This design comes from an exercise in tuning for small area and a short achievable clock period on the open sky130 flow, not from production work. At most, simulation tests tie the RTL to the original design; equivalence was not proved. Function not checked in run 6: the RTL went through the layout flow alone.

### design/flow/flow/run.sh
#!/bin/bash
# The standard layout (standard.sh) with these changes:
#  - synthesis maps with ORFS's ABC area script, with dch -f and without its upsize step (flow/abc_area.script),
#  - the ports get plain buffers (buf_1) instead of delay cells,
#  - clock tree synthesis uses a clkbuf_16 root, clkbuf_8 elsewhere, and no dummy loads.
# Tool output: standard_make.log here and ORFS's own logs under orfs/logs.
set -euo pipefail
W=$(pwd)
rm -rf "$W/orfs_scripts"
cp -r "$FLOW_HOME/scripts" "$W/orfs_scripts"
cp "$W/flow/abc_area.script" "$W/orfs_scripts/abc_area.script"
export SCRIPTS_DIR="$W/orfs_scripts"
export BUFFER_PORTS_ARGS="-buffer_cell sky130_fd_sc_hd__buf_1"
export CTS_ARGS="-sink_clustering_enable -repair_clock_nets -dont_use_dummy_load -root_buf sky130_fd_sc_hd__clkbuf_16 -buf_list sky130_fd_sc_hd__clkbuf_8"
bash standard.sh > standard_make.log 2>&1
### design/flow/flow/abc_area.script
strash
dch -f
map -B 0.9
topo
stime -c
buffer -c
dnsize -c
### design/flow/standard.sh
#!/bin/bash
# synth_recipe.tcl (not shown) runs the flow's synth.tcl, then flattens the netlist and writes it again
# the make line also repeats each setting of config.mk as NAME=value (left out here)
make -C /OpenROAD-flow-scripts/flow DESIGN_CONFIG=/design/flow/config.mk WORK_HOME=/design/flow/orfs CLKGATE_MAP_FILE= SYNTH_SCRIPT=/design/flow/synth_recipe.tcl "${@:-finish}"
### design/flow/config.mk
export PLATFORM = sky130hd
export DESIGN_NAME = md_unit
export DESIGN_NICKNAME = md_unit
export VERILOG_FILES = /design/flow/design.v
export SDC_FILE = /design/flow/constraint.sdc
export NUM_CORES = 4
export LEC_CHECK = 0
export ABC_AREA = 1
export CAP_MARGIN = 20
export CORE_MARGIN = 2
export CORE_UTILIZATION = 40
export SLEW_MARGIN = 20
export SYNTH_HIERARCHICAL = 1
export SYNTH_MINIMUM_KEEP_SIZE = 2000
### design/flow/constraint.sdc
create_clock -name core_clock -period 100.0 [get_ports {clk}]
set_input_delay 20.0000 -clock core_clock [delete_from_list [all_inputs] [get_ports {clk}]]
set_output_delay 20.0000 -clock core_clock [all_outputs]
set_load 0.01 [all_outputs]
### design/flow/design.v
package mips_defs;
    typedef enum logic [2:0] {
        MD_NONE  = 3'd0,
        MD_MULT  = 3'd1,
        MD_MULTU = 3'd2,
        MD_DIV   = 3'd3,
        MD_DIVU  = 3'd4,
        MD_MTHI  = 3'd5,
        MD_MTLO  = 3'd6
    } md_op_e;
endpackage
module md_add35 (
    input  logic [34:0] x,
    input  logic [34:0] y,
    input  logic        ci,
    output logic [34:0] s
);
    logic [35:0] g, p;
    logic [34:0] h;
    always_comb begin
        g[0] = ci;
        p[0] = 1'b0;
        for (int i = 0; i < 35; i++) begin
            g[i+1] = x[i] & y[i];
            p[i+1] = x[i] ^ y[i];
            h[i]   = x[i] ^ y[i];
        end
        for (int l = 1; l < 36; l = l * 2)
            for (int i = 2 * l - 1; i < 36; i += 2 * l) begin
                g[i] = g[i] | (p[i] & g[i-l]);
                p[i] = p[i] & p[i-l];
            end
        for (int l = 16; l >= 1; l = l / 2)
            for (int i = 3 * l - 1; i < 36; i += 2 * l) begin
                g[i] = g[i] | (p[i] & g[i-l]);
                p[i] = p[i] & p[i-l];
            end
        for (int i = 0; i < 35; i++) s[i] = h[i] ^ g[i];
    end
endmodule
module md_cneg (
    input  logic [31:0] x,
    input  logic        en,
    output logic [31:0] y
);
    logic [32:0] o;      
    always_comb begin
        o[0] = 1'b0;
        for (int i = 0; i < 32; i++) begin
            y[i]   = x[i] ^ (en & o[i]);
            o[i+1] = o[i] | x[i];
        end
    end
endmodule
module md_step (
    input  logic        dvj,      
    input  logic [33:0] u,
    input  logic [32:0] ms,       
    input  logic        nz,
    input  logic        two,
    input  logic        negm,     
    input  logic        bneg,     
    input  logic        qp,       
    input  logic        qin,      
    output logic [34:0] s,        
    output logic        q,        
    output logic [33:0] un        
);
    logic [34:0] m35, x, y;
    logic        neg;
    assign neg = dvj ? (qp ^ bneg) : negm;
    assign m35 = {{2{ms[32]}}, ms};
    assign y   = ((two ? {m35[33:0], 1'b0} : m35) & {35{nz}}) ^ {35{neg}};
    assign x   = {u[33], u};
    md_add35 u_add (.x(x), .y(y), .ci(neg), .s(s));
    assign q  = ~s[34];
    assign un = dvj ? {s[32:0], qin} : {s[34], s[34:2]};
endmodule
module md_dp (
    input  logic        busy,
    input  logic        dv,
    input  logic        sg,
    input  logic [3:0]  cnt,
    input  logic        bprev,
    input  logic        aneg_r,
    input  logic [31:0] m,
    input  logic [33:0] ph,
    input  logic [31:0] pl,
    input  logic [31:0] hi,
    input  logic [31:0] lo,
    output logic        last,
    output logic [33:0] ph_n,
    output logic [31:0] pl_n,
    output logic        bprev_n,
    output logic        aneg_n,
    output logic [31:0] hi_r,
    output logic [31:0] lo_r
);
    logic first;
    assign first = (cnt == 4'd0);
    assign last  = dv ? (cnt == 4'd9) : (cnt == 4'd4);
    logic [32:0] ms;
    logic        a_neg, b_neg, div_zero;
    assign ms       = {sg & m[31], m};
    assign b_neg    = sg & m[31];
    assign div_zero = (m == 32'd0);
    assign a_neg    = first ? (sg & pl[31]) : aneg_r;
    logic [31:0] pl_neg, rem_neg;
    md_cneg u_negq (.x(pl), .en(dv & (first ? a_neg : (aneg_r ^ b_neg))), .y(pl_neg));
    md_cneg u_negr (.x(s[0][32:1]), .en(aneg_r), .y(rem_neg));
    logic       fix;
    logic [3:0] dvj, nz, two, negm, qp, qin;
    assign fix = dv & (cnt == 4'd9);
    always_comb begin
        for (int j = 0; j < 4; j++) begin
            logic b2, b1, b0;
            b2 = pl[2*j+1];
            b1 = pl[2*j];
            b0 = (j == 0) ? bprev : pl[2*j-1];
            dvj[j] = dv & ~fix;
            if (dv) begin
                nz[j]   = (j == 0) ? (~fix | ph[33]) : 1'b1;
                two[j]  = fix;
                negm[j] = b_neg;
            end else if (cnt == 4'd4) begin
                nz[j]   = (j == 0) & ~sg & bprev;
                two[j]  = 1'b0;
                negm[j] = 1'b0;
            end else begin
                nz[j]   = (b1 ^ b0) | (b2 ^ b1);
                two[j]  = ~(b1 ^ b0);
                negm[j] = b2 & ~(b1 & b0);
            end
            qin[j] = pl[30-j];
        end
    end
    logic [33:0] u [0:4];
    logic [34:0] s [0:3];
    logic [3:0]  q;
    assign u[0] = ph;
    assign qp   = {q[2:0], ~ph[33]};
    for (genvar j = 0; j < 4; j++) begin : g_step
        md_step u_step (
            .dvj(dvj[j]), .u(u[j]), .ms(ms), .nz(nz[j]), .two(two[j]), .negm(negm[j]),
            .bneg(b_neg), .qp(qp[j]), .qin(qin[j]), .s(s[j]), .q(q[j]), .un(u[j+1])
        );
    end
    always_comb begin
        hi_r = hi;
        lo_r = lo;
        if (busy && last && (!dv || !div_zero)) begin
            hi_r = dv ? rem_neg : s[0][31:0];
            lo_r = pl_neg;
        end
    end
    always_comb begin
        bprev_n = bprev;
        aneg_n  = aneg_r;
        if (dv) begin
            if (first) begin
                aneg_n = a_neg;
                pl_n   = pl_neg;
                ph_n   = {33'd0, pl_neg[31]};
            end else begin
                ph_n = u[4];
                pl_n = {pl[27:0], q[0], q[1], q[2], q[3]};
            end
        end else begin
            ph_n    = u[4];
            pl_n    = {s[3][1:0], s[2][1:0], s[1][1:0], s[0][1:0], pl[31:8]};
            bprev_n = pl[7];
        end
    end
endmodule
module md_unit (
    input  logic        clk,
    input  logic        reset,
    input  logic        start,
    input  logic        cancel,
    input  logic [2:0]  op,
    input  logic [31:0] a,
    input  logic [31:0] b,
    output logic        busy,
    output logic [31:0] hi,
    output logic [31:0] lo
);
    logic        idle;      
    logic        dv;        
    logic        sg;        
    logic [3:0]  cnt;       
    logic        bprev;     
    logic        aneg_r;    
    logic [31:0] m;         
    logic [33:0] ph;        
    logic [31:0] pl;        
    logic        last, bprev_n, aneg_n;
    logic [33:0] ph_n;
    logic [31:0] pl_n, hi_r, lo_r;
    md_dp u_dp (
        .busy(!idle), .dv(dv), .sg(sg), .cnt(cnt), .bprev(bprev), .aneg_r(aneg_r),
        .m(m), .ph(ph), .pl(pl), .hi(hi), .lo(lo),
        .last(last), .ph_n(ph_n), .pl_n(pl_n), .bprev_n(bprev_n), .aneg_n(aneg_n),
        .hi_r(hi_r), .lo_r(lo_r)
    );
    logic go, mthi, mtlo;
    assign go   = start && !cancel && idle;
    assign mthi = go && (op == 3'd5);
    assign mtlo = go && (op == 3'd6);
    logic run;
    assign run = go && (op != 3'd0) && (op[2:1] != 2'b11) && (op != 3'd5);
    always_ff @(posedge clk) begin
        if (reset) begin
            busy <= 1'b0;
            idle <= 1'b1;
            hi   <= '0;
            lo   <= '0;
        end else begin
            hi <= mthi ? a : hi_r;
            lo <= mtlo ? a : lo_r;
            if (!idle) begin
                busy <= !last;
                idle <= last;
            end else begin
                busy <= run;
                idle <= !run;
            end
        end
    end
    always_ff @(posedge clk) begin
        if (idle) begin
            m     <= b;
            pl    <= a;
            ph    <= '0;
            cnt   <= '0;
            bprev <= 1'b0;
            dv    <= op[2] | (op[1] & op[0]);    
            sg    <= (op == 3'd1) || (op == 3'd3);
        end else begin
            cnt    <= cnt + 4'd1;
            ph     <= ph_n;
            pl     <= pl_n;
            bprev  <= bprev_n;
            aneg_r <= aneg_n;
        end
    end
endmodule
==> impl_metrics.yaml, run 1 <==
detailed_routing:
  vias: 18880
  wl_per_cell_um: 18.66
  dr.pass1.iters: 6
  drc_errors: 0
  postRouteAntennaNets: 0
  viasPerCell: 5.468
  detail_route.iter0.violations: 1533
  wirelength_mm: 64.42
timing:
  drv_slew: 0
  min_period_over_period_pct: 21.30
  worstMarginPinSlew_ns: 1.101
  setup_viol: 0
  fmax_mhz: 46.96
  finalSetupTns_ns: 0
  hold_viol_final: 0
  slew_headroom_pct: 26.59
  rsz0062_at_grt: "no"
  min_period_ns: 21.30
  whs_ns: 0.4978
  skew_ns: 0.04153
place:
  portBuffers: 135
  gp_congestion: 0.9172
  post-dp-hpwl_mm: 47.78
floorplanning:
  coreArea_um2: 46460
  die-height_um: 220.6
  initial_core_util_pct: 40.40
  pin_count: 136
  placementRows: 79
  die_x_um: 220.6
  die_area_um2: 48670
setup_path:
  criticalPathCategory: "in -> reg"
  critPathLaunchType: "input port"
  worst_setup_path_end_kind: "flop"
  cp_data_required_time_ns: 100.39
  cp.arrival_ns: 21.69
  cp_max_fo: 32
yosys:
  syn_inst: 2823
  postSynthAreaPerCell_um2: 6.649
  synth_flop_cell: "dfxtp_1"
  synth_cell_types: 37
  synth_most_common_cell: "nand2_1"
  synth-edff-count: 35
  yosysTopAreaCell: "dfxtp_1"
  synth_area_leaders: "dfxtp_1 15%, nand2_1 12%, o21ai_0 9.7%, xor2_1 9.5%, ha_1 8.9%"
  syn_area_um2: 18770
  synth_common_cells: "578 x nand2_1, 364 x o21ai_0, 346 x inv_1"
  synthArstFlopShare_pct: 0
  yosysTopAreaCellShare_pct: 14.61
  synth_seq_cells: 172
  yosysWarnings: 13
  syn_nets: 3096
  ys_seq_area_share_pct: 20.21
clocking:
  h-tree-depth: 4
  clk_path_buf_depth: 2
  ctsResizeCount: 0
  path_clk_slew_ns: 0.10
  holdBufCountCts: 0
  cts_sinks: 172
  clock_latency_ns: 0.47
  cts_setup_buffers: 0
  cts_buffers: 17
  cts_tree: "done"
  ctsRootBufferMaster: "clkbuf_16"
finish:
  area_growth_pct: 6.686
  drive_above_1_share_pct: 2.530
  nets: 3121
  antennaDiodeCount: 0
  nFillCells: 4973
grt:
  grt-ovfl-total: 0
  grt_antenna_before_repair: 1
  grt_max_degree: 108
  grt_pass1_wl_mm: 99.50
  grt_pass1_vias: 17920
  grt_usage_pct: 26.69
flow_run:
  drv_cap: 0
status:
  run_status: "timing/DRC/antenna clean"
min_path:
  min_path_type: "reg -> reg"
cell usage in the layout, fill, tap and decap left out, types with 2 or more instances in the layout:
cell	count
o221a_2	2
buf_1	135
clkinv_1	2
o31ai_1	7
fa_1	68
or2_2	7
nand2_1	573
xor2_1	204
nor2_1	259
o21ai_0	364
nand4_1	26
nor2_2	2
o21a_1	3
nor4_1	5
o211ai_1	65
buf_4	27
a21oi_1	199
inv_1	342
a211oi_1	16
clkbuf_8	16
o31ai_4	2
nand3_1	90
nand2_2	4
ha_1	134
nor3_1	15
edfxtp_1	35
o21ai_4	2
xnor2_1	48
a221oi_1	5
inv_2	2
dfxtp_1	136
a31oi_1	19
a21o_1	17
modules after synthesis, one instance, submodules excluded:
| module | cells inside | flip-flops and latches | copies in the design | cell area (um2) |
|---|---|---|---|---|
| md_unit | 663 | 172 | 1 | 5746 |
| md_dp | 2160 | 0 | 1 | 13020 |
registers in the layout, summed over array words and instances, names as in the netlist:
name / count
dv: 1
cnt: 4
lo: 32
aneg_r: 1
m: 32
sg: 1
bprev: 1
ph: 34
pl: 32
busy: 1
hi: 32
idle: 1
stage by stage:
step,instance area (um2),instances,setup slack (ns),utilization [%]
finish,20020,3453,78.70,43.10
global placement,19750,3435,78.37,42.51
global route,20020,3453,78.52,43.10
detailed placement,19750,3435,78.30,42.52
floorplan,18770,2823,78.92,-
CTS,20000,3452,78.79,43.04
path summary, 6_finish.rpt:
kind                          start           endpoint  slack (ns)  cells after the start
setup / recovery             cancel  lo[30]$_SDFF_PP0_       78.70                      7
hold / removal    cnt[0]$_SDFF_PP0_  cnt[0]$_SDFF_PP0_        0.50                      1
setup reg to reg       dv$_DFFE_PP_  ph[28]$_SDFF_PP0_       80.76                     76
hold reg to reg   cnt[0]$_SDFF_PP0_  cnt[0]$_SDFF_PP0_        0.50                      1
worst max-delay path: stages:
cell and delay (ns):
buf_1 0.07, inv_1 0.05, nand3_1 0.19, clkinv_1 0.84
nand3_1 0.28, nand2_1 0.09, nor2_1 0.13
cell families (layout without fill, tap and decap cells):
kind of cell / Yosys count / in the layout / share of synthesized area [%]
simple gates: 985 / 985 / 20.93
compound gates: 708 / 708 / 20.83
buf+inv: 504 / 527 / 10.09
xor+xnor: 252 / 252 / 11.76
fa+ha+maj: 202 / 202 / 16.19
flops: 172 / 172 / 20.21
cell type report:
class	instances	area, um2	area share, %
clock buffer	17	245.2	1.225
inverter	347	1305	6.517
sequential	172	3797	18.96
timing repair buffer	163	737.0	3.680
tap	607	759.5	3.793
multi-input combinational	2147	13180	65.82
metal layers:
| layer | vias up | global-route usage (%) | share of wire (%) | wire [um] |
|---|---|---|---|---|
| met3 | 134 | 4.069 | 6.0 | 3890 |
| met1 | 8884 | 35.12 | 44 | 28540 |
| met4 | 2 | 11.62 | 3.8 | 2452 |
| met2 | 608 | 43.36 | 46 | 29520 |
| met5 | - | 0 | 0.020 | 13 |
| li1 | 9254 | - | - | - |
==> run 2, diff against run 1 <==
--- a/design/flow/config.mk
+++ b/design/flow/config.mk
@@ -10,5 +10,5 @@
 export CORE_MARGIN = 2
 export CORE_UTILIZATION = 40
-export SLEW_MARGIN = 20
+export SLEW_MARGIN = 50
 export SYNTH_HIERARCHICAL = 1
 export SYNTH_MINIMUM_KEEP_SIZE = 2000
==> run 2 against run 1 <==
Compared with the run above: highest routed layer unchanged; still clean on timing, DRC and antenna; routed wire length is 0.21% lower; cell area increased by 0.41%.
==> impl_metrics.yaml, run 2 <==
status:
  run_status: "timing/DRC/antenna clean"
grt:
  grt_max_degree: 108
  grt_antenna_before_repair: 1
  grt_pass1_vias: 17790
  grt-ovfl-total: 0
  grt_pass1_wl_mm: 99.39
  grt_usage_pct: 26.68
detailed_routing:
  drc_errors: 0
  wirelength_mm: 64.28
  dr.pass1.iters: 5
  wl_per_cell_um: 18.60
  detail_route.iter0.violations: 1384
  vias: 18750
  viasPerCell: 5.425
  postRouteAntennaNets: 0
yosys:
  yosysTopAreaCellShare_pct: 14.61
  synth_area_leaders: "dfxtp_1 15%, nand2_1 12%, o21ai_0 9.7%, xor2_1 9.5%, ha_1 8.9%"
  syn_area_um2: 18770
  synthArstFlopShare_pct: 0
  synth_seq_cells: 172
  synth_most_common_cell: "nand2_1"
  yosysTopAreaCell: "dfxtp_1"
  yosysWarnings: 13
  syn_inst: 2823
  ys_seq_area_share_pct: 20.21
  synth_common_cells: "578 x nand2_1, 364 x o21ai_0, 346 x inv_1"
  postSynthAreaPerCell_um2: 6.649
  synth_cell_types: 37
  syn_nets: 3096
  synth-edff-count: 35
  synth_flop_cell: "dfxtp_1"
timing:
  rsz0062_at_grt: "no"
  setup_viol: 0
  min_period_ns: 21.06
  slew_headroom_pct: 53.01
  min_period_over_period_pct: 21.06
  finalSetupTns_ns: 0
  skew_ns: 0.05354
  hold_viol_final: 0
  fmax_mhz: 47.49
  worstMarginPinSlew_ns: 0.7040
  drv_slew: 0
clocking:
  ctsResizeCount: 0
  holdBufCountCts: 0
  cts_setup_buffers: 0
  clk_path_buf_depth: 2
  h-tree-depth: 4
  path_clk_slew_ns: 0.10
  ctsRootBufferMaster: "clkbuf_16"
  cts_sinks: 172
  cts_buffers: 17
  cts_tree: "done"
  clock_latency_ns: 0.48
floorplanning:
  die_x_um: 220.6
  coreArea_um2: 46460
  placementRows: 79
  pin_count: 136
  initial_core_util_pct: 40.40
  die-height_um: 220.6
  die_area_um2: 48670
setup_path:
  worst_setup_path_end_kind: "flop"
  timing.rr.start: "dv$_DFFE_PP_"
  critPathLaunchType: "input port"
  r2r_slack_ns: 81.24
  r2r_end: "ph[28]$_SDFF_PP0_"
  cp_max_fo: 33
  r2r_cells: 76
  cp_data_required_time_ns: 100.39
  criticalPathCategory: "in -> reg"
  cp.arrival_ns: 21.45
place:
  post-dp-hpwl_mm: 48.15
  gp_congestion: 0.9172
  placed_cell_area_um2: 19810
  portBuffers: 135
finish:
  final_common_cell: "nand2_1"
  antennaDiodeCount: 0
  area_growth_pct: 7.126
  largest_register: "ph"
  largest_reg_flops: 34
  postLayoutCellArea_um2: 20110
  final_cell_mix: "573 x nand2_1, 364 x o21ai_0, 339 x inv_1"
  nets: 3124
  drive_above_1_share_pct: 2.808
flow_run:
  drv_cap: 0
min_path:
  whs_path_depth: 1
  min_from: "cnt[0]$_SDFF_PP0_"
  min_path_type: "reg -> reg"
  hold_end: "cnt[0]$_SDFF_PP0_"
-- run 2: cell counts after synthesis --
Identical to the previous run, type by type.
-- run 2: per-layer routing --
metal	up-vias	global-route usage, %	share of wire (%)
met2	570	43.59	46
met4	2	10.27	3.4
met5	-	0	0.020
met3	114	3.876	5.1
li1	9251	-	-
met1	8813	35.53	45
-- run 2: cell type report --
class	instances	area, um2
multi-input combinational	2147	13200
fill	4977	26350
inverter	347	1310
timing repair buffer	166	799.5
sequential	172	3797
tap	607	759.5
clock buffer	17	245.2
-- run 2: critical path: stages --
cell and delay (ns):
buf_1 0.14, nand2_1 0.10, nor2_2 0.08, buf_4 0.35
inv_1 0.10, nor2_2 0.09, buf_4 0.35, nor2_1 0.08
nor2_1 0.14
-- run 2: cell families after synthesis --
group           synth area share [%]
simple gates                   20.93
flops                          20.21
buf+inv                        10.09
compound gates                 20.83
xor+xnor                       11.76
fa+ha+maj                      16.19
-- run 2: per-stage QoR --
step                utilization (%)  setup WS, ns  hold WS, ns  std cells
floorplan                         -         78.92       0.4371       2823
global placement              42.51         78.37       0.4613       3435
detailed placement            42.64         78.48       0.4932       3437
CTS                           43.17         78.94       0.5157       3454
global route                  43.28         78.84       0.5280       3456
finish                        43.28         78.94       0.5175       3456
-- run 2: worst max path at each step --
stage	from	to	slack [ns]	depth (start not counted)
after floorplan	cancel	hi[23]$_SDFF_PP0_	78.92	7
after CTS	lo[28]$_SDFF_PP0_	lo[28]	78.94	1
after global routing	op[2]	lo[24]$_SDFF_PP0_	78.84	9
final	op[2]	lo[30]$_SDFF_PP0_	78.94	9
after global placement	cancel	lo[20]$_SDFF_PP0_	78.37	7
after detailed placement	op[2]	lo[30]$_SDFF_PP0_	78.48	9
-- run 2: modules after synthesis (local to each module, per instance) --
module	copies in the design	area, um2	flip-flops and latches	cells inside
md_unit	1	5746	172	663
md_dp	1	13020	0	2160
==> run 3, diff against run 2 <==
--- a/design/flow/config.mk
+++ b/design/flow/config.mk
@@ -10,5 +10,5 @@
 export CORE_MARGIN = 2
 export CORE_UTILIZATION = 40
-export SLEW_MARGIN = 50
+export SLEW_MARGIN = 35
 export SYNTH_HIERARCHICAL = 1
 export SYNTH_MINIMUM_KEEP_SIZE = 2000
==> run 3 against run 2 <==
Compared with the run above: still clean on timing, DRC and antenna; global-route usage rose by 0.14 points; non-clock buffer count fell by 2; largest cell class unchanged; die area did not move; worst setup slack improved by 0.017 ns; synthesized area did not move; highest routed layer unchanged.
==> impl_metrics.yaml, run 3 <==
floorplanning:
  pin_count: 136
  initial_core_util_pct: 40.40
  die-height_um: 220.6
  coreArea_um2: 46460
  die_x_um: 220.6
  die_area_um2: 48670
  placementRows: 79
timing:
  min_period_ns: 21.04
  worstMarginPinSlew_ns: 0.8735
  finalSetupTns_ns: 0
  setup_viol: 0
  fmax_mhz: 47.53
  skew_ns: 0.05301
  whs_ns: 0.4990
  hold_viol_final: 0
  rsz0062_at_grt: "no"
  min_period_over_period_pct: 21.04
  drv_slew: 0
  fin_ws_ns: 78.96
  slew_headroom_pct: 41.23
detailed_routing:
  wl_per_cell_um: 18.68
  postRouteAntennaNets: 0
  vias: 18930
  detail_route.iter0.violations: 1593
  drc_errors: 0
  viasPerCell: 5.481
  wirelength_mm: 64.52
  dr.pass1.iters: 5
clocking:
  h-tree-depth: 4
  path_clk_slew_ns: 0.10
  cts_tree: "done"
  cts_setup_buffers: 0
  clk_path_buf_depth: 2
  clock_latency_ns: 0.47
  cts_buffers: 17
  holdBufCountCts: 0
  ctsRootBufferMaster: "clkbuf_16"
  cts_sinks: 172
  ctsResizeCount: 0
setup_path:
  worstPathCellList: "buf_1"
  critPathLaunchType: "flop"
  crit_family: "flip-flops"
  cp_max_fo: 2
  worstPathBufferInverterCount: 1
  slowest_stage: "dfxtp_1"
  cp.arrival_ns: 1.04
  cp_data_required_time_ns: 80.00
  worst_setup_path_end_kind: "output port"
  cpPeakStageDelay_ns: 0.41
  criticalPathCategory: "reg -> out"
yosys:
  postSynthAreaPerCell_um2: 6.649
  ys_seq_area_share_pct: 20.21
  synth_most_common_cell: "nand2_1"
  syn_area_um2: 18770
  synth_seq_cells: 172
  synth_flop_cell: "dfxtp_1"
  yosysTopAreaCell: "dfxtp_1"
  synth_common_cells: "578 x nand2_1, 364 x o21ai_0, 346 x inv_1"
  synth_cell_types: 37
  syn_inst: 2823
  yosysWarnings: 13
  yosysTopAreaCellShare_pct: 14.61
  syn_nets: 3096
  synth_area_leaders: "dfxtp_1 15%, nand2_1 12%, o21ai_0 9.7%, xor2_1 9.5%, ha_1 8.9%"
  synth-edff-count: 35
  synthArstFlopShare_pct: 0
grt:
  grt_pass1_vias: 18010
  grt_pass1_wl_mm: 100.1
  grt_max_degree: 108
  grt-ovfl-total: 0
  grt_usage_pct: 26.82
  grt_antenna_before_repair: 1
place:
  portBuffers: 135
  post-dp-hpwl_mm: 47.96
  post-place-ws_ns: 78.48
  gp_congestion: 0.9172
finish:
  area_growth_pct: 6.826
  largest_reg_flops: 34
  final_common_cell: "nand2_1"
  nFillCells: 4974
  nets: 3122
  final_cell_mix: "573 x nand2_1, 364 x o21ai_0, 341 x inv_1"
  drive_above_1_share_pct: 2.634
  largest_register: "ph"
  antennaDiodeCount: 0
min_path:
  min_path_type: "reg -> reg"
status:
  run_status: "timing/DRC/antenna clean"
flow_run:
  drv_cap: 0
## run 3: cell counts after synthesis
No cell type changed its count.
## run 3: final timing paths
kind         depth (start not counted)           endpoint  slack [ns]               from
min                                  1  cnt[0]$_SDFF_PP0_        0.50  cnt[0]$_SDFF_PP0_
min reg2reg                          1  cnt[0]$_SDFF_PP0_        0.50  cnt[0]$_SDFF_PP0_
max reg2reg                         78      pl[0]$_DFF_P_       80.74       dv$_DFFE_PP_
max                                  1             lo[31]       78.96  lo[31]$_SDFF_PP0_
## run 3: cell families (layout without fill, tap and decap cells)
family	count (synthesis)	in the layout	synth area share, %
AO/OA/AOI/OAI	708	708	20.83
buffers and inverters	504	528	10.09
flip-flops	172	172	20.21
XOR/XNOR	252	252	11.76
adder cells (fa/ha/maj)	202	202	16.19
AND/OR/NAND/NOR	985	985	20.93
## run 3: per-layer routing
metal  global-route usage [%]  up-vias  routed length, um
li1                         -     9255                  -
met1                    35.87     8904              28950
met2                    43.88      662              29720
met3                    4.151      108               3857
met4                    9.467        2               1972
met5                        0        -                 11
## run 3: per-module statistics from Yosys (local to each module, per instance)
module / area (um2) / flops+latches / cells
md_dp: 13020 / 0 / 2160
md_unit: 5746 / 172 / 663
## run 3: final cells by class
class / count / area (um2) / share of cell area [%]
flip-flops and latches: 172 / 3797 / 18.94
multi-input cells: 2147 / 13180 / 65.73
repair buffers: 164 / 760.7 / 3.794
clock buffers: 17 / 245.2 / 1.223
inverters: 347 / 1308 / 6.521
well taps: 607 / 759.5 / 3.788
## run 3: worst register-to-register path, delay by kind of cell (launching register included)
kind,cells,cell delay [ns]
buffers and inverters,10,2.94
AOI/OAI and AO/OA,26,6.68
DFF,1,0.34
xor gates and xnor gates,4,0.76
adders and majority gates,8,3.21
and+or+nand+nor,30,5.22
## run 3: through the flow
| stage | utilization (%) | cell area, um2 | cells |
|---|---|---|---|
| after floorplan | - | 18770 | 2823 |
| after global placement | 42.51 | 19750 | 3435 |
| after detailed placement | 42.63 | 19810 | 3437 |
| after CTS | 43.16 | 20050 | 3454 |
| after global routing | 43.16 | 20050 | 3454 |
| final | 43.16 | 20050 | 3454 |
==> run 4, diff against run 3 <==
--- a/design/flow/design.v
+++ b/design/flow/design.v
@@ -44,10 +44,10 @@
     output logic [31:0] y
 );
-    logic [32:0] o;      
-    always_comb begin
-        o[0] = 1'b0;
+    logic [32:0] c;
+    always_comb begin
+        c[0] = en;
         for (int i = 0; i < 32; i++) begin
-            y[i]   = x[i] ^ (en & o[i]);
-            o[i+1] = o[i] | x[i];
+            y[i]   = (x[i] ^ en) ^ c[i];
+            c[i+1] = (x[i] ^ en) & c[i];
         end
     end
==> design/flow/flow/run.sh (replaced) <==
#!/bin/bash
# The standard layout (standard.sh) with these changes:
#  - synthesis maps with ORFS's ABC area script without its upsize step (flow/abc_area.script),
#  - the ports get plain buffers (buf_1) instead of delay cells,
#  - clock tree synthesis uses a clkbuf_16 root, clkbuf_8 elsewhere, and no dummy loads.
# Tool output: standard_make.log here and ORFS's own logs under orfs/logs.
set -euo pipefail
W=$(pwd)
rm -rf "$W/orfs_scripts"
cp -r "$FLOW_HOME/scripts" "$W/orfs_scripts"
cp "$W/flow/abc_area.script" "$W/orfs_scripts/abc_area.script"
export SCRIPTS_DIR="$W/orfs_scripts"
export BUFFER_PORTS_ARGS="-buffer_cell sky130_fd_sc_hd__buf_1"
export CTS_ARGS="-sink_clustering_enable -repair_clock_nets -dont_use_dummy_load -root_buf sky130_fd_sc_hd__clkbuf_16 -buf_list sky130_fd_sc_hd__clkbuf_8 -sink_clustering_size 40 -sink_clustering_max_diameter 200 -sink_clustering_levels 1"
bash standard.sh > standard_make.log 2>&1
==> design/flow/flow/abc_area.script (replaced) <==
strash
dch
map -B 0.9
topo
stime -c
buffer -c
dnsize -c
--- a/design/flow/config.mk
+++ b/design/flow/config.mk
@@ -10,5 +10,5 @@
 export CORE_MARGIN = 2
 export CORE_UTILIZATION = 40
-export SLEW_MARGIN = 35
+export SLEW_MARGIN = 20
 export SYNTH_HIERARCHICAL = 1
 export SYNTH_MINIMUM_KEEP_SIZE = 2000
==> run 4 against run 3 <==
Compared with the run above: global-route usage fell by 0.12 points; still clean on timing, DRC and antenna; cell count fell by 0.41%; critical endpoint is now hi[4]; utilization decreased by 0.081 points; non-clock buffer count fell by 1; flip-flop and latch count stayed put; largest cell class unchanged; die area up 3.5%; synthesized area increased by 3.6%; critical path depth did not move.
==> impl_metrics.yaml, run 4 <==
detailed_routing:
  drc_errors: 0
  wl_met2_mm: 31.34
  wl_met1_mm: 29.20
  viasPerCell: 5.485
  detail_route.iter0.violations: 1763
  postRouteAntennaNets: 0
  dr.pass1.iters: 5
  wl_per_cell_um: 19.39
  highest_layer: "met5"
  met3WireLength_mm: 3.906
  wirelength_mm: 66.72
  vias: 18870
yosys:
  yosysWarnings: 13
  syn_inst: 2805
  ys_seq_area_share_pct: 19.51
  yosysTopAreaCell: "dfxtp_1"
  synth_common_cells: "462 x nand2_1, 344 x inv_1, 321 x o21ai_0"
  synthArstFlopShare_pct: 0
  yosysTopAreaCellShare_pct: 14.10
  synth-edff-count: 35
  synth_cell_types: 36
  synth_most_common_cell: "nand2_1"
  synth_flop_cell: "dfxtp_1"
  postSynthAreaPerCell_um2: 6.933
  synth_seq_cells: 172
  syn_area_um2: 19450
  syn_nets: 3138
  synth_area_leaders: "dfxtp_1 14%, ha_1 12%, xor2_1 9.9%, nand2_1 8.9%, o21ai_0 8.3%"
finish:
  stdcell_count: 3440
  final_cell_mix: "454 x nand2_1, 341 x inv_1, 321 x o21ai_0"
  multiInputGateArea_um2: 13770
  antennaDiodeCount: 0
  regArea_um2: 3797
  final_common_cell: "nand2_1"
  largest_register: "ph"
  fin_util_pct: 43.08
  nFillCells: 5059
  nets: 3160
  area_growth_pct: 5.990
  largest_reg_flops: 34
  drive_above_1_share_pct: 3.929
status:
  run_status: "timing/DRC/antenna clean"
place:
  gp_congestion: 0.9130
  portBuffers: 135
  dp_cells: 3423
  post-dp-hpwl_mm: 49.91
floorplanning:
  die_area_um2: 50400
  initial_core_util_pct: 40.64
  die_x_um: 224.5
  pin_count: 136
  die-height_um: 224.5
  coreArea_um2: 47850
  placementRows: 80
timing:
  whs_ns: 0.4849
  fmax_mhz: 47.49
  finalSetupTns_ns: 0
  rsz0062_at_grt: "no"
  worstMarginPinSlew_ns: 1.162
  skew_ns: 0.04984
  hold_viol_final: 0
  slew_headroom_pct: 20.53
  drv_slew: 0
  setup_viol: 0
  min_period_ns: 21.06
  min_period_over_period_pct: 21.06
clocking:
  clock_latency_ns: 0.46
  h-tree-depth: 4
  cts_buffers: 17
  cts_setup_buffers: 0
  cts_sinks: 172
  holdBufCountCts: 0
  ctsResizeCount: 0
  path_clk_slew_ns: 0.10
  clk_path_buf_depth: 2
  cts_tree: "done"
  ctsRootBufferMaster: "clkbuf_16"
min_path:
  min_from: "cnt[0]$_SDFF_PP0_"
  hold_end: "cnt[0]$_SDFF_PP0_"
  min_path_type: "reg -> reg"
  whs_path_depth: 1
setup_path:
  r2r_cells: 85
  r2r_slack_ns: 81.76
  cp_max_fo: 2
  r2r_end: "ph[28]$_SDFF_PP0_"
  timing.rr.start: "dv$_DFFE_PP_"
  cpPeakStageDelay_ns: 0.43
  startpoint: "hi[4]$_SDFF_PP0_"
  criticalPathCategory: "reg -> out"
  critPathLaunchType: "flop"
  cp.arrival_ns: 1.06
  worstPathCellList: "buf_1"
  worstPathBufferInverterCount: 1
  crit_family: "flip-flops"
  slowest_stage: "dfxtp_1"
  cp_data_required_time_ns: 80.00
  worst_setup_path_end_kind: "output port"
grt:
  grt_pass1_vias: 18330
  grt_antenna_before_repair: 1
  grt-ovfl-total: 0
  grt_pass1_wl_mm: 103.9
  grt_usage_pct: 26.70
  grt_max_degree: 98
flow_run:
  drv_cap: 0
[run 4: cell count changes after synthesis, sizes merged, moves of 15 or more]
cell,change
buf,+20
clkbuf,-17
ha,+60
mux2,+32
nand2,-116
nand3,+25
nor2,+46
o211ai,-24
o21ai,-45
o31ai,+21
xor2,+15
[run 4: worst max path at each step]
stage,cells after the start,end,slack [ns]
after global routing,1,hi[4],78.89
final,1,hi[4],78.94
after floorplan,6,lo[10]$_SDFF_PP0_,79.17
after detailed placement,7,idle$_SDFF_PP1_,78.64
after CTS,1,hi[4],78.90
after global placement,7,idle$_SDFF_PP1_,78.72
[run 4: layout make-up]
class,count,share of cell area (%)
clock buffers,17,1.190
inverters,349,6.368
multi-input cells,2124,66.81
flip-flops and latches,172,18.42
well taps,615,3.733
repair buffers,163,3.478
[run 4: stage by stage]
| step | area (um2) | setup slack, ns |
|---|---|---|
| after CTS | 20610 | 78.90 |
| after global placement | 20360 | 78.72 |
| after detailed placement | 20360 | 78.64 |
| final | 20610 | 78.94 |
| after global routing | 20610 | 78.89 |
| after floorplan | 19450 | 79.17 |
[run 4: cell families after synthesis]
family,synth area share (%)
xor+xnor,11.85
fa+ha+maj,19.48
simple gates,19.22
flops,19.51
mux,1.853
compound gates,18.13
buf+inv,9.967
[run 4: Yosys stat by module, one instance, submodules excluded]
module,cells inside,copies in the design
md_unit,668,1
md_dp,2137,1
[run 4: layer usage]
layer / vias to the layer above / GRT usage [%]
met5: - / 0
met4: 2 / 10.40
met3: 115 / 3.579
met2: 615 / 44.21
met1: 8933 / 35.25
li1: 9202 / -
==> run 5, diff against run 4 <==
--- a/design/flow/flow/run.sh
+++ b/design/flow/flow/run.sh
@@ -12,4 +12,4 @@
 export SCRIPTS_DIR="$W/orfs_scripts"
 export BUFFER_PORTS_ARGS="-buffer_cell sky130_fd_sc_hd__buf_1"
-export CTS_ARGS="-sink_clustering_enable -repair_clock_nets -dont_use_dummy_load -root_buf sky130_fd_sc_hd__clkbuf_16 -buf_list sky130_fd_sc_hd__clkbuf_8 -sink_clustering_size 40 -sink_clustering_max_diameter 200 -sink_clustering_levels 1"
+export CTS_ARGS="-sink_clustering_enable -repair_clock_nets -dont_use_dummy_load -root_buf sky130_fd_sc_hd__clkbuf_16 -buf_list sky130_fd_sc_hd__clkbuf_16 -sink_clustering_size 40 -sink_clustering_max_diameter 200"
 bash standard.sh > standard_make.log 2>&1
==> run 5 against run 4 <==
Compared with the run above: via count decreased by 0.23%; routed wire length grew 0.15%; global-route usage increased by 0.064 points; count of clock-buffer cells in the layout unchanged; non-clock buffer count grew 1; synthesized area is the same; critical path type unchanged.
==> impl_metrics.yaml, run 5 <==
yosys:
  syn_area_um2: 19450
  yosysTopAreaCellShare_pct: 14.10
  yosysTopAreaCell: "dfxtp_1"
  synth_mux_area_share_pct: 1.853
  yosys.area_share.adder_pct: 19.48
  synthArstFlopShare_pct: 0
  synth-edff-count: 35
  synth_area_leaders: "dfxtp_1 14%, ha_1 12%, xor2_1 9.9%, nand2_1 8.9%, o21ai_0 8.3%"
  ys_seq_area_share_pct: 19.51
  synth_cell_types: 36
  synth_most_common_cell: "nand2_1"
  synth_top_family_by_area: "adder cells"
  syn_nets: 3138
  synth_common_cells: "462 x nand2_1, 344 x inv_1, 321 x o21ai_0"
  synth_compound_area_share_pct: 18.13
  synth_seq_cells: 172
  synth_flop_cell: "dfxtp_1"
  syn_inst: 2805
  yosysWarnings: 13
  synth-xor-area-share_pct: 11.85
  postSynthAreaPerCell_um2: 6.933
  synthSimpleGateAreaFrac_pct: 19.22
timing:
  fmax_mhz: 47.42
  slew_headroom_pct: 21.40
  rsz0062_at_grt: "no"
  min_period_over_period_pct: 21.09
  min_period_ns: 21.09
  setup_viol: 0
  finalSetupTns_ns: 0
  drv_slew: 0
  skew_ns: 0.02774
  hold_viol_final: 0
  worstMarginPinSlew_ns: 1.149
clocking:
  h-tree-depth: 4
  holdBufCountCts: 0
  clk_path_buf_depth: 2
  ctsRootBufferMaster: "clkbuf_16"
  cts_sinks: 172
  path_clk_slew_ns: 0.07
  cts_tree: "done"
  cts_buffers: 17
  ctsResizeCount: 0
  clock_latency_ns: 0.50
  cts_setup_buffers: 0
grt:
  grt_antenna_before_repair: 1
  grt_pass1_wl_mm: 103.7
  grt_usage_pct: 26.76
  grt_max_degree: 98
  grt-ovfl-total: 0
  grt_pass1_vias: 18380
detailed_routing:
  dr.pass1.iters: 6
  postRouteAntennaNets: 0
  drc_errors: 0
  wl_per_cell_um: 19.41
  detail_route.iter0.violations: 1635
  viasPerCell: 5.469
  vias: 18820
  wirelength_mm: 66.82
finish:
  nets: 3161
  drive_above_1_share_pct: 3.963
  final_cell_mix: "454 x nand2_1, 341 x inv_1, 321 x o21ai_0"
  final_common_cell: "nand2_1"
  area_growth_pct: 7.071
  largest_reg_flops: 34
  fin_util_pct: 43.52
  largest_register: "ph"
floorplanning:
  pin_count: 136
  die_x_um: 224.5
  initial_core_util_pct: 40.64
  coreArea_um2: 47850
  placementRows: 80
  die-height_um: 224.5
  die_area_um2: 50400
setup_path:
  criticalPathCategory: "reg -> out"
  cpPeakStageDelay_ns: 0.42
  crit_family: "flip-flops"
  cp_max_fo: 2
  worst_setup_path_end_kind: "output port"
  cp.arrival_ns: 1.09
  critPathLaunchType: "flop"
  slowest_stage: "dfxtp_1"
  cp_data_required_time_ns: 80.00
  worstPathCellList: "buf_1"
  worstPathBufferInverterCount: 1
place:
  post-dp-hpwl_mm: 49.91
  portBuffers: 135
  gp_congestion: 0.9130
min_path:
  min_path_type: "reg -> reg"
status:
  run_status: "timing/DRC/antenna clean"
flow_run:
  drv_cap: 0
-- run 5: final timing paths --
check	startpoint	end	slack, ns	depth (start not counted)
max	hi[4]$_SDFF_PP0_	hi[4]	78.91	1
min	cnt[0]$_SDFF_PP0_	cnt[0]$_SDFF_PP0_	0.48	1
max reg2reg	dv$_DFFE_PP_	pl[0]$_DFF_P_	81.73	86
min reg2reg	cnt[0]$_SDFF_PP0_	cnt[0]$_SDFF_PP0_	0.48	1
-- run 5: metrics by stage --
step                instances  cell area, um2  hold slack, ns  worst slack [ns]
finish                   3442           20820          0.4826             78.91
global route             3442           20820          0.5331             78.86
CTS                      3440           20790          0.4916             78.87
detailed placement       3423           20360          0.4780             78.64
global placement         3423           20360          0.4574             78.72
floorplan                2805           19450          0.4373             79.17
-- run 5: layer usage --
metal | global-route usage [%] | share of wire, %
met5 | 0 | 0
met1 | 35.04 | 44
met4 | 11.41 | 3.9
met3 | 4.494 | 5.9
met2 | 43.53 | 46
-- run 5: cell type report --
cell class | count | area [um2]
repair buffers | 164 | 744.5
well taps | 615 | 769.5
inverters | 349 | 1313
multi-input cells | 2124 | 13770
diodes | 1 | 2.502
fillers | 5041 | 27020
clock buffers | 17 | 425.4
flip-flops and latches | 172 | 3797
-- run 5: logic make-up (layout without fill, tap and decap cells) --
family | after synthesis | count (layout)
AOI/OAI and AO/OA | 638 | 638
xor gates and xnor gates | 263 | 263
adders and majority gates | 262 | 262
buffers and inverters | 509 | 530
DFF | 172 | 172
muxes | 32 | 32
other | 0 | 1
and+or+nand+nor | 929 | 929
-- run 5: Yosys stat by module (local to each module, per instance) --
module	times used	cells
md_unit	1	668
md_dp	1	2137
==> run 6, diff against run 5 <==
--- a/design/flow/design.v
+++ b/design/flow/design.v
@@ -44,10 +44,10 @@
     output logic [31:0] y
 );
-    logic [32:0] c;
-    always_comb begin
-        c[0] = en;
+    logic [32:0] o;      
+    always_comb begin
+        o[0] = 1'b0;
         for (int i = 0; i < 32; i++) begin
-            y[i]   = (x[i] ^ en) ^ c[i];
-            c[i+1] = (x[i] ^ en) & c[i];
+            y[i]   = x[i] ^ (en & o[i]);
+            o[i+1] = o[i] | x[i];
         end
     end
@@ -55,4 +55,5 @@
 module md_step (
     input  logic        dvj,      
+    input  logic        df,       
     input  logic [33:0] u,
     input  logic [32:0] ms,       
@@ -75,5 +76,5 @@
     md_add35 u_add (.x(x), .y(y), .ci(neg), .s(s));
     assign q  = ~s[34];
-    assign un = dvj ? {s[32:0], qin} : {s[34], s[34:2]};
+    assign un = df ? {s[32:0], qin} : {s[34], s[34:2]};
 endmodule
 module md_dp (
@@ -118,6 +119,10 @@
             b1 = pl[2*j];
             b0 = (j == 0) ? bprev : pl[2*j-1];
-            dvj[j] = dv & ~fix;
-            if (dv) begin
+            dvj[j] = dv & ~fix & ~first;
+            if (dv && first) begin
+                nz[j]   = 1'b0;
+                two[j]  = 1'b0;
+                negm[j] = 1'b0;
+            end else if (dv) begin
                 nz[j]   = (j == 0) ? (~fix | ph[33]) : 1'b1;
                 two[j]  = fix;
@@ -132,5 +137,5 @@
                 negm[j] = b2 & ~(b1 & b0);
             end
-            qin[j] = pl[30-j];
+            qin[j] = (dv && first) ? ((j == 3) & pl_neg[31]) : pl[30-j];
         end
     end
@@ -142,5 +147,5 @@
     for (genvar j = 0; j < 4; j++) begin : g_step
         md_step u_step (
-            .dvj(dvj[j]), .u(u[j]), .ms(ms), .nz(nz[j]), .two(two[j]), .negm(negm[j]),
+            .dvj(dvj[j]), .df(dv), .u(u[j]), .ms(ms), .nz(nz[j]), .two(two[j]), .negm(negm[j]),
             .bneg(b_neg), .qp(qp[j]), .qin(qin[j]), .s(s[j]), .q(q[j]), .un(u[j+1])
         );
@@ -158,10 +163,9 @@
         aneg_n  = aneg_r;
         if (dv) begin
+            ph_n = u[4];
             if (first) begin
                 aneg_n = a_neg;
                 pl_n   = pl_neg;
-                ph_n   = {33'd0, pl_neg[31]};
             end else begin
-                ph_n = u[4];
                 pl_n = {pl[27:0], q[0], q[1], q[2], q[3]};
             end
==> design/flow/flow/run.sh (replaced) <==
#!/bin/bash
# The standard layout (standard.sh) with these changes:
#  - synthesis maps with ORFS's ABC area script, with dch -f and without its upsize step (flow/abc_area.script),
#  - the ports get plain buffers (buf_1) instead of delay cells,
#  - clock tree synthesis uses a clkbuf_16 root, clkbuf_8 elsewhere, and no dummy loads.
# Tool output: standard_make.log here and ORFS's own logs under orfs/logs.
set -euo pipefail
W=$(pwd)
rm -rf "$W/orfs_scripts"
cp -r "$FLOW_HOME/scripts" "$W/orfs_scripts"
cp "$W/flow/abc_area.script" "$W/orfs_scripts/abc_area.script"
export SCRIPTS_DIR="$W/orfs_scripts"
export BUFFER_PORTS_ARGS="-buffer_cell sky130_fd_sc_hd__buf_1"
export CTS_ARGS="-sink_clustering_enable -repair_clock_nets -dont_use_dummy_load -root_buf sky130_fd_sc_hd__clkbuf_16 -buf_list sky130_fd_sc_hd__clkbuf_8"
bash standard.sh > standard_make.log 2>&1
==> design/flow/flow/abc_area.script (replaced) <==
strash
dch -f
map -B 0.9
topo
stime -c
buffer -c
dnsize -c
--- a/design/flow/config.mk
+++ b/design/flow/config.mk
@@ -10,5 +10,5 @@
 export CORE_MARGIN = 2
 export CORE_UTILIZATION = 40
-export SLEW_MARGIN = 20
+export SLEW_MARGIN = 35
 export SYNTH_HIERARCHICAL = 1
 export SYNTH_MINIMUM_KEEP_SIZE = 2000
==> run 6 against run 5 <==
Compared with the run above: synthesized cell count decreased by 1.4%; die area decreased by 4.2%; still clean on timing, DRC and antenna.
==> impl_metrics.yaml, run 6 <==
status:
  run_status: "timing/DRC/antenna clean"
min_path:
  hold_end: "cnt[0]$_SDFF_PP0_"
  min_from: "cnt[0]$_SDFF_PP0_"
  min_path_type: "reg -> reg"
  whs_path_depth: 1
yosys:
  syn_inst: 2765
  synth_seq_cells: 172
  syn_nets: 3038
  yosysTopAreaCell: "dfxtp_1"
  syn_area_um2: 18620
  synth_area_leaders: "dfxtp_1 15%, nand2_1 13%, xor2_1 9.7%, ha_1 9.0%, fa_1 7.3%"
  yosysWarnings: 13
  ys_seq_area_share_pct: 20.37
  synth_common_cells: "640 x nand2_1, 328 x inv_1, 306 x nor2_1"
  synthArstFlopShare_pct: 0
  synth-edff-count: 35
  yosysTopAreaCellShare_pct: 14.73
  synth_flop_cell: "dfxtp_1"
  synth_cell_types: 41
  postSynthAreaPerCell_um2: 6.736
  synth_most_common_cell: "nand2_1"
floorplanning:
  placementRows: 79
  die_x_um: 219.8
  die-height_um: 219.8
  pin_count: 136
  die_area_um2: 48300
  coreArea_um2: 46260
  initial_core_util_pct: 40.26
place:
  post-place-ws_ns: 78.38
  portBuffers: 135
  gp_congestion: 0.9213
  post-dp-hpwl_mm: 48.94
detailed_routing:
  wl_met2_mm: 30.22
  detail_route.iter0.violations: 1900
  wl_per_cell_um: 19.05
  vias: 18930
  wl_met1_mm: 28.17
  highest_layer: "met5"
  wirelength_mm: 64.92
  postRouteAntennaNets: 0
  met3WireLength_mm: 4.282
  drc_errors: 0
  dr.pass1.iters: 8
  viasPerCell: 5.554
finish:
  final_common_cell: "nand2_1"
  antennaDiodeCount: 0
  area_growth_pct: 6.611
  nets: 3076
  final_cell_mix: "633 x nand2_1, 325 x inv_1, 303 x nor2_1"
  drive_above_1_share_pct: 2.856
  largest_register: "ph"
  largest_reg_flops: 34
grt:
  grt_pass1_wl_mm: 100.0
  grt_pass1_vias: 17690
  grt_usage_pct: 27.03
  grt_max_degree: 77
  grt_antenna_before_repair: 1
  grt-ovfl-total: 0
clocking:
  h-tree-depth: 4
  clock_latency_ns: 0.46
  cts_buffers: 17
  holdBufCountCts: 0
  cts_tree: "done"
  cts_sinks: 172
  clk_path_buf_depth: 2
  ctsResizeCount: 0
  ctsRootBufferMaster: "clkbuf_16"
  cts_setup_buffers: 0
  path_clk_slew_ns: 0.10
setup_path:
  startpoint: "op[2]"
  r2r_slack_ns: 79.84
  worst_setup_path_end_kind: "flop"
  slowest_stage: "buf_4"
  cp_data_required_time_ns: 100.40
  r2r_cells: 84
  critPathLaunchType: "input port"
  cp.arrival_ns: 21.57
  criticalPathCategory: "in -> reg"
  r2r_end: "ph[33]$_SDFF_PP0_"
  cpPeakStageDelay_ns: 0.36
  cp_max_fo: 33
  timing.rr.start: "cnt[2]$_SDFF_PP0_"
  worstPathCellList: "buf_1 -> nand2_1 -> nor2_2 -> buf_4 -> inv_1 -> nor2_2 -> buf_4 -> nor2_1 -> nor2_1"
timing:
  min_period_over_period_pct: 21.17
  min_period_ns: 21.17
  hold_viol_final: 0
  fmax_mhz: 47.23
  skew_ns: 0.04415
  slew_headroom_pct: 44.03
  fin_ws_ns: 78.83
  rsz0062_at_grt: "no"
  finalSetupTns_ns: 0
  drv_slew: 0
  setup_viol: 0
  worstMarginPinSlew_ns: 0.8387
flow_run:
  drv_cap: 0
-- run 6: cell count changes in the layout (fill, tap and decap cells not counted), sizes merged, moves of 26 or more --
cell | before | now
o211ai | 41 | 105
mux2 | 32 | 0
a31oi | 12 | 43
nand2 | 462 | 640
ha | 194 | 134
o21ai | 321 | 208
xnor2 | 44 | 18
a21oi | 187 | 98
-- run 6: metal layers --
metal | global-route usage [%] | up-vias
li1 | - | 9112
met1 | 36.19 | 8992
met2 | 43.82 | 696
met3 | 3.989 | 127
met4 | 10.36 | 2
met5 | 0 | -
-- run 6: per-module statistics from Yosys, one instance, submodules excluded --
| module | times used | cells | flip-flops and latches |
|---|---|---|---|
| md_dp | 1 | 2102 | 0 |
| md_unit | 1 | 663 | 172 |
-- run 6: worst max-delay path: cells and delay by family --
family	cells	cell delay [ns]
buf+inv	4	0.98
simple gates	5	0.57
-- run 6: metrics by stage --
stage	cell area [um2]	util, %	instances	hold slack [ns]
6_report	19860	42.92	3408	0.5225
5_1_grt	19860	42.92	3408	0.5731
4_1_cts	19860	42.92	3408	0.5143
3_5_place_dp	19610	42.39	3391	0.4902
3_3_place_gp	19600	42.38	3391	0.4794
2_1_floorplan	18620	-	2765	0.4509
-- run 6: worst max-delay path by stage --
stage / endpoint / cells after the start
after floorplan: hi[23]$_SDFF_PP0_ / 7
after global placement: lo[21]$_SDFF_PP0_ / 9
after detailed placement: lo[22]$_SDFF_PP0_ / 9
after CTS: hi[5] / 1
after global routing: ph[33]$_SDFF_PP0_ / 84
final: lo[22]$_SDFF_PP0_ / 9
-- run 6: cell families (layout without fill, tap and decap cells) --
group                      after synthesis  in the layout  share of synthesized area [%]
and+or+nand+nor                       1131           1131                          24.42
AOI/OAI and AO/OA                      538            538                          17.55
buffers and inverters                  475            511                          9.587
xor gates and xnor gates               225            225                          10.58
adders and majority gates              202            202                          16.31
DFF                                    172            172                          20.37
muxes                                   22             22                          1.182
-- run 6: area by class of cell --
| cell class | count | area [um2] |
|---|---|---|
| clock buffers | 17 | 245.2 |
| fillers | 4959 | 26400 |
| inverters | 331 | 1246 |
| multi-input cells | 2118 | 13090 |
| flip-flops and latches | 172 | 3797 |
| well taps | 607 | 759.5 |
| repair buffers | 163 | 720.7 |
==> run 7, diff against run 6 <==
--- a/design/flow/design.v
+++ b/design/flow/design.v
@@ -213,13 +213,18 @@
     logic run;
     assign run = go && (op != 3'd0) && (op[2:1] != 2'b11) && (op != 3'd5);
+    logic hi_a, hi_k, lo_a, lo_k;
+    assign hi_a = mthi && !reset;
+    assign hi_k = !mthi && !reset;
+    assign lo_a = mtlo && !reset;
+    assign lo_k = !mtlo && !reset;
+    always_ff @(posedge clk) begin
+        hi <= ({32{hi_a}} & a) | ({32{hi_k}} & hi_r);
+        lo <= ({32{lo_a}} & a) | ({32{lo_k}} & lo_r);
+    end
     always_ff @(posedge clk) begin
         if (reset) begin
             busy <= 1'b0;
             idle <= 1'b1;
-            hi   <= '0;
-            lo   <= '0;
         end else begin
-            hi <= mthi ? a : hi_r;
-            lo <= mtlo ? a : lo_r;
             if (!idle) begin
                 busy <= !last;
==> run 7 against run 6 <==
Compared with the run above: still clean on timing, DRC and antenna; count of clock-buffer cells in the layout unchanged; fmax is 1.1% lower; via count shrank 4.3%; cell area down 2.0%; global-route usage decreased by 0.27 points; first-iteration DRC count is 2.4% lower; critical path depth shrank 4; cell count decreased by 4.5%; highest routed layer is now met4.
==> impl_metrics.yaml, run 7 <==
yosys:
  synth_seq_cells: 172
  ys_seq_area_share_pct: 20.81
  synthArstFlopShare_pct: 0
  syn_area_um2: 18230
  synth_cell_types: 42
  yosysTopAreaCellShare_pct: 15.04
  yosysTopAreaCell: "dfxtp_1"
  yosysWarnings: 13
  synth_most_common_cell: "nand2_1"
  postSynthAreaPerCell_um2: 6.961
  syn_inst: 2619
  syn_nets: 2892
  synth-edff-count: 35
  synth_flop_cell: "dfxtp_1"
  synth_area_leaders: "dfxtp_1 15%, nand2_1 11%, xor2_1 10%, ha_1 9.2%, fa_1 7.5%"
  synth_common_cells: "523 x nand2_1, 320 x inv_1, 263 x o21ai_0"
floorplanning:
  die_area_um2: 47300
  initial_core_util_pct: 40.34
  placementRows: 78
  die-height_um: 217.5
  die_x_um: 217.5
  coreArea_um2: 45190
  pin_count: 136
clocking:
  cts_tree: "done"
  path_clk_slew_ns: 0.09
  cts_setup_buffers: 0
  cts_sinks: 172
  clock_latency_ns: 0.47
  cts_buffers: 17
  holdBufCountCts: 0
  ctsResizeCount: 0
  clk_path_buf_depth: 2
  ctsRootBufferMaster: "clkbuf_16"
  h-tree-depth: 4
place:
  post-dp-hpwl_mm: 48.53
  portBuffers: 135
  placed_cell_area_um2: 19220
  gp_congestion: 0.9678
finish:
  drive_above_1_share_pct: 2.974
  largest_reg_flops: 34
  final_common_cell: "nand2_1"
  final_cell_mix: "517 x nand2_1, 317 x inv_1, 263 x o21ai_0"
  area_growth_pct: 6.760
  largest_register: "ph"
  postLayoutCellArea_um2: 19460
  antennaDiodeCount: 0
  nets: 2931
detailed_routing:
  postRouteAntennaNets: 0
  dr.pass1.iters: 7
  vias: 18120
  drc_errors: 0
  viasPerCell: 5.565
  wirelength_mm: 62.71
  detail_route.iter0.violations: 1855
  wl_per_cell_um: 19.26
timing:
  setup_viol: 0
  whs_ns: 0.5057
  slew_headroom_pct: 38.66
  min_period_over_period_pct: 21.40
  min_period_ns: 21.40
  worstMarginPinSlew_ns: 0.9201
  hold_viol_final: 0
  fmax_mhz: 46.73
  drv_slew: 0
  skew_ns: 0.05609
  rsz0062_at_grt: "no"
  finalSetupTns_ns: 0
setup_path:
  worst_setup_path_end_kind: "flop"
  cpPeakStageDelay_ns: 0.65
  worstPathBufferInverterCount: 1
  critPathLaunchType: "input port"
  criticalPathCategory: "in -> reg"
  slowest_stage: "nand3_2"
  cp.arrival_ns: 21.72
  cp_max_fo: 32
  crit_family: "simple AND/OR/NAND/NOR gates"
  worstPathCellList: "buf_1 -> nand2_1 -> nor2_1 -> nand3_2 -> o21ai_0"
  cp_data_required_time_ns: 100.32
grt:
  grt_usage_pct: 26.75
  grt_max_degree: 78
  grt_pass1_wl_mm: 97.52
  grt_antenna_before_repair: 0
  grt-ovfl-total: 0
  grt_pass1_vias: 17090
status:
  run_status: "timing/DRC/antenna clean"
flow_run:
  drv_cap: 0
min_path:
  min_path_type: "reg -> reg"
[run 7: cell types whose count changed after synthesis, sizes merged, moves of 5 or more]
cell,change
nand2,-117
nor2,-125
nand4,+5
inv,-8
o21ai,+58
nand3,+34
[run 7: worst paths after layout]
kind                startpoint           endpoint  slack, ns  cells past startpoint
min          cnt[0]$_SDFF_PP0_  cnt[0]$_SDFF_PP0_       0.51                      1
max                      start      hi[9]$_DFF_P_      78.60                      5
min reg2reg  cnt[0]$_SDFF_PP0_  cnt[0]$_SDFF_PP0_       0.51                      1
max reg2reg       dv$_DFFE_PP_  ph[23]$_SDFF_PP0_      81.66                     81
[run 7: cells by family (layout without fill, tap and decap cells)]
group / after synthesis / in the layout / synth area share (%)
DFF: 172 / 172 / 20.81
muxes: 23 / 23 / 1.263
and+or+nand+nor: 926 / 926 / 21.00
adders and majority gates: 202 / 202 / 16.66
xor gates and xnor gates: 226 / 226 / 10.86
AOI/OAI and AO/OA: 604 / 604 / 19.80
buffers and inverters: 466 / 503 / 9.602
[run 7: cell type report]
class | instances | area (um2)
multi-input combinational | 1981 | 12750
tap | 600 | 750.7
inverter | 326 | 1229
clock buffer | 17 | 245.2
timing repair buffer | 160 | 694.4
fill | 4726 | 25720
sequential | 172 | 3797
[run 7: per-layer routing]
layer  wire [um]  part of all wire (%)  global-route usage (%)
met3        4556                   7.3                   3.877
met1       28540                    46                   37.18
met5           0                     0                       0
met4        1993                   3.2                   9.521
met2       27630                    44                   42.15
[run 7: Yosys stat by module, one instance, submodules excluded]
module,times used,area (um2)
md_unit,1,5366
md_dp,1,12860
[run 7: per-stage QoR]
step	setup slack, ns	instances	util (%)
global placement	77.56	3239	42.49
finish	78.60	3256	43.07
floorplan	79.13	2619	-
global route	78.53	3256	43.07
CTS	78.72	3256	43.07
detailed placement	78.26	3239	42.53
[run 7: worst register-to-register path, delay by kind of cell, from the launching register on]
| family | cells | cell delay, ns |
|---|---|---|
| adders and majority gates | 8 | 3.35 |
| DFF | 1 | 0.37 |
| xor gates and xnor gates | 5 | 1.42 |
| AOI/OAI and AO/OA | 23 | 6.08 |
| and+or+nand+nor | 31 | 3.86 |
| buffers and inverters | 14 | 3.14 |
==> run 8, diff against run 7 <==
--- a/design/flow/config.mk
+++ b/design/flow/config.mk
@@ -10,5 +10,5 @@
 export CORE_MARGIN = 2
 export CORE_UTILIZATION = 40
-export SLEW_MARGIN = 35
+export SLEW_MARGIN = 50
 export SYNTH_HIERARCHICAL = 1
 export SYNTH_MINIMUM_KEEP_SIZE = 2000
==> run 8 against run 7 <==
Compared with the run above: count of clock-buffer cells in the layout is the same; highest routed layer unchanged; fmax grew 0.51%; still clean.
==> impl_metrics.yaml, run 8 <==
status:
  run_status: "timing/DRC/antenna clean"
clocking:
  cts_tree: "done"
  h-tree-depth: 4
  holdBufCountCts: 0
  cts_buffers: 17
  cts_sinks: 172
  clk_path_buf_depth: 2
  path_clk_slew_ns: 0.08
  clock_latency_ns: 0.48
  ctsResizeCount: 0
  ctsRootBufferMaster: "clkbuf_16"
  cts_setup_buffers: 0
finish:
  final_cell_mix: "517 x nand2_1, 316 x inv_1, 262 x o21ai_0"
  regArea_um2: 3797
  area_growth_pct: 7.042
  multiInputGateArea_um2: 12760
  stdcell_count: 3259
  nets: 2933
  nFillCells: 4726
  drive_above_1_share_pct: 3.160
  final_common_cell: "nand2_1"
  largest_reg_flops: 34
  largest_register: "ph"
  fin_util_pct: 43.19
timing:
  hold_viol_final: 0
  min_period_over_period_pct: 21.29
  slew_headroom_pct: 53.31
  drv_slew: 0
  fmax_mhz: 46.97
  min_period_ns: 21.29
  skew_ns: 0.06220
  rsz0062_at_grt: "no"
  setup_viol: 0
  finalSetupTns_ns: 0
  worstMarginPinSlew_ns: 0.7004
yosys:
  synth_cell_types: 42
  synthArstFlopShare_pct: 0
  yosysTopAreaCellShare_pct: 15.04
  syn_area_um2: 18230
  synth_common_cells: "523 x nand2_1, 320 x inv_1, 263 x o21ai_0"
  yosysWarnings: 13
  syn_inst: 2619
  yosysTopAreaCell: "dfxtp_1"
  synth_seq_cells: 172
  synth-edff-count: 35
  ys_seq_area_share_pct: 20.81
  synth_flop_cell: "dfxtp_1"
  synth_area_leaders: "dfxtp_1 15%, nand2_1 11%, xor2_1 10%, ha_1 9.2%, fa_1 7.5%"
  postSynthAreaPerCell_um2: 6.961
  syn_nets: 2892
  synth_most_common_cell: "nand2_1"
grt:
  grt_max_degree: 78
  grt_pass1_wl_mm: 97.82
  grt_antenna_before_repair: 2
  grt-ovfl-total: 0
  grt_pass1_vias: 17200
  grt_usage_pct: 26.78
min_path:
  min_path_type: "reg -> reg"
  min_from: "cnt[0]$_SDFF_PP0_"
floorplanning:
  initial_core_util_pct: 40.34
  die_area_um2: 47300
  die-height_um: 217.5
  coreArea_um2: 45190
  pin_count: 136
  die_x_um: 217.5
  placementRows: 78
place:
  post-dp-hpwl_mm: 48.55
  dp_cells: 3241
  portBuffers: 135
  gp_congestion: 0.9678
setup_path:
  critPathLaunchType: "input port"
  criticalPathCategory: "in -> reg"
  worstPathCellList: "buf_1 -> nand2_1 -> nor2_1 -> nand3_2 -> o21ai_0"
  worst_setup_path_end_kind: "flop"
  timing.rr.start: "dv$_DFFE_PP_"
  cp_max_fo: 32
  startpoint: "start"
  cpPeakStageDelay_ns: 0.61
  slowest_stage: "nand3_2"
  cp_data_required_time_ns: 100.33
  cp.arrival_ns: 21.62
detailed_routing:
  dr.pass1.iters: 5
  drc_errors: 0
  viasPerCell: 5.542
  vias: 18060
  postRouteAntennaNets: 0
  wl_per_cell_um: 19.23
  wirelength_mm: 62.68
  detail_route.iter0.violations: 1731
flow_run:
  drv_cap: 0
-- run 8: Yosys stat by module (local to each module, per instance) --
module	flip-flops and latches	times used	area (um2)	cells
md_dp	0	1	12860	2089
md_unit	172	1	5366	530
-- run 8: routing by layer --
| layer | global-route usage (%) | wire, um |
|---|---|---|
| met2 | 41.52 | 27590 |
| met5 | 0 | 0 |
| met3 | 4.505 | 4166 |
| met4 | 10.46 | 1974 |
| met1 | 37.01 | 28950 |
-- run 8: path summary, 6_finish.rpt --
path                                           to  slack [ns]  cells after the start
worst max-delay path               hi[11]$_DFF_P_       78.71                      5
worst min-delay path            cnt[0]$_SDFF_PP0_        0.51                      1
worst max register to register  ph[20]$_SDFF_PP0_       81.97                     81
worst min register to register  cnt[0]$_SDFF_PP0_        0.51                      1
-- run 8: final cells by class --
class	count	share of cell area, %
inverter	326	6.316
tap	600	3.847
sequential	172	19.46
timing repair buffer	162	3.738
multi-input combinational	1981	65.37
antenna	1	0.01282
clock buffer	17	1.257
-- run 8: cells by family (layout without fill, tap and decap cells) --
family | Yosys count | after routing | share of synthesized area (%)
DFF | 172 | 172 | 20.81
muxes | 23 | 23 | 1.263
buffers and inverters | 466 | 505 | 9.602
and+or+nand+nor | 926 | 926 | 21.00
adders and majority gates | 202 | 202 | 16.66
other | 0 | 1 | 0
AOI/OAI and AO/OA | 604 | 604 | 19.80
xor gates and xnor gates | 226 | 226 | 10.86
-- run 8: through the flow --
step	hold slack, ns	setup slack [ns]	area [um2]
after floorplan	0.4509	79.13	18230
after global placement	0.4770	77.56	19200
after detailed placement	0.4897	78.27	19250
after CTS	0.5108	78.72	19500
after global routing	0.5447	78.58	19510
final	0.5069	78.71	19510
-- run 8: critical path, delay by kind of cell --
family / cells / cell delay [ns]
AO/OA/AOI/OAI: 1 / 0.38
buffers and inverters: 1 / 0.09
AND/OR/NAND/NOR: 3 / 1.13

==> port drivers added, routing unchanged <==
In the flow no input, the clock included, has a driving cell. The finished layouts below were timed again as built, in two steps. Step 1: set_driving_cell puts a clkbuf_16 on clk and a buf_2 on each other input, an assumption about the parent block. Step 2 also shifts input and output timing later by t, the mid clock arrival at the registers, as if the neighbouring blocks saw the same clock. Three values: ideal, step 1, step 2; two values: the first two.
run | shift t [ns] | setup slack, ns | clock arrival spread, ns | worst slew at a driven data input, ns | pins driven straight from the clock port
run 1 | 0.496 | 78.704 / 78.733 / 78.236 | 0.042 / 0.043 | 0.05 | 1
run 2 | 0.504 | 78.944 / 78.908 / 78.470 | 0.054 / 0.054 | 0.05 | 1
run 3 | 0.498 | 78.961 / 78.908 / 78.493 | 0.053 / 0.053 | 0.05 | 1
run 4 | 0.493 | 78.944 / 78.890 / 78.628 | 0.050 / 0.050 | 0.05 | 1
run 5 | 0.540 | 78.911 / 78.857 / 78.636 | 0.028 / 0.027 | 0.05 | 1
run 6 | 0.501 | 78.829 / 78.831 / 78.359 | 0.045 / 0.044 | 0.05 | 1
run 7 | 0.494 | 78.601 / 78.627 / 78.133 | 0.056 / 0.056 | 0.04 | 1
run 8 | 0.500 | 78.710 / 78.741 / 78.241 | 0.063 / 0.063 | 0.04 | 1
After both steps every run listed still meets setup and hold. For run 2, which loses most, drivers alone change the setup slack by -0.036 ns; drivers and shift together by -0.474 ns.
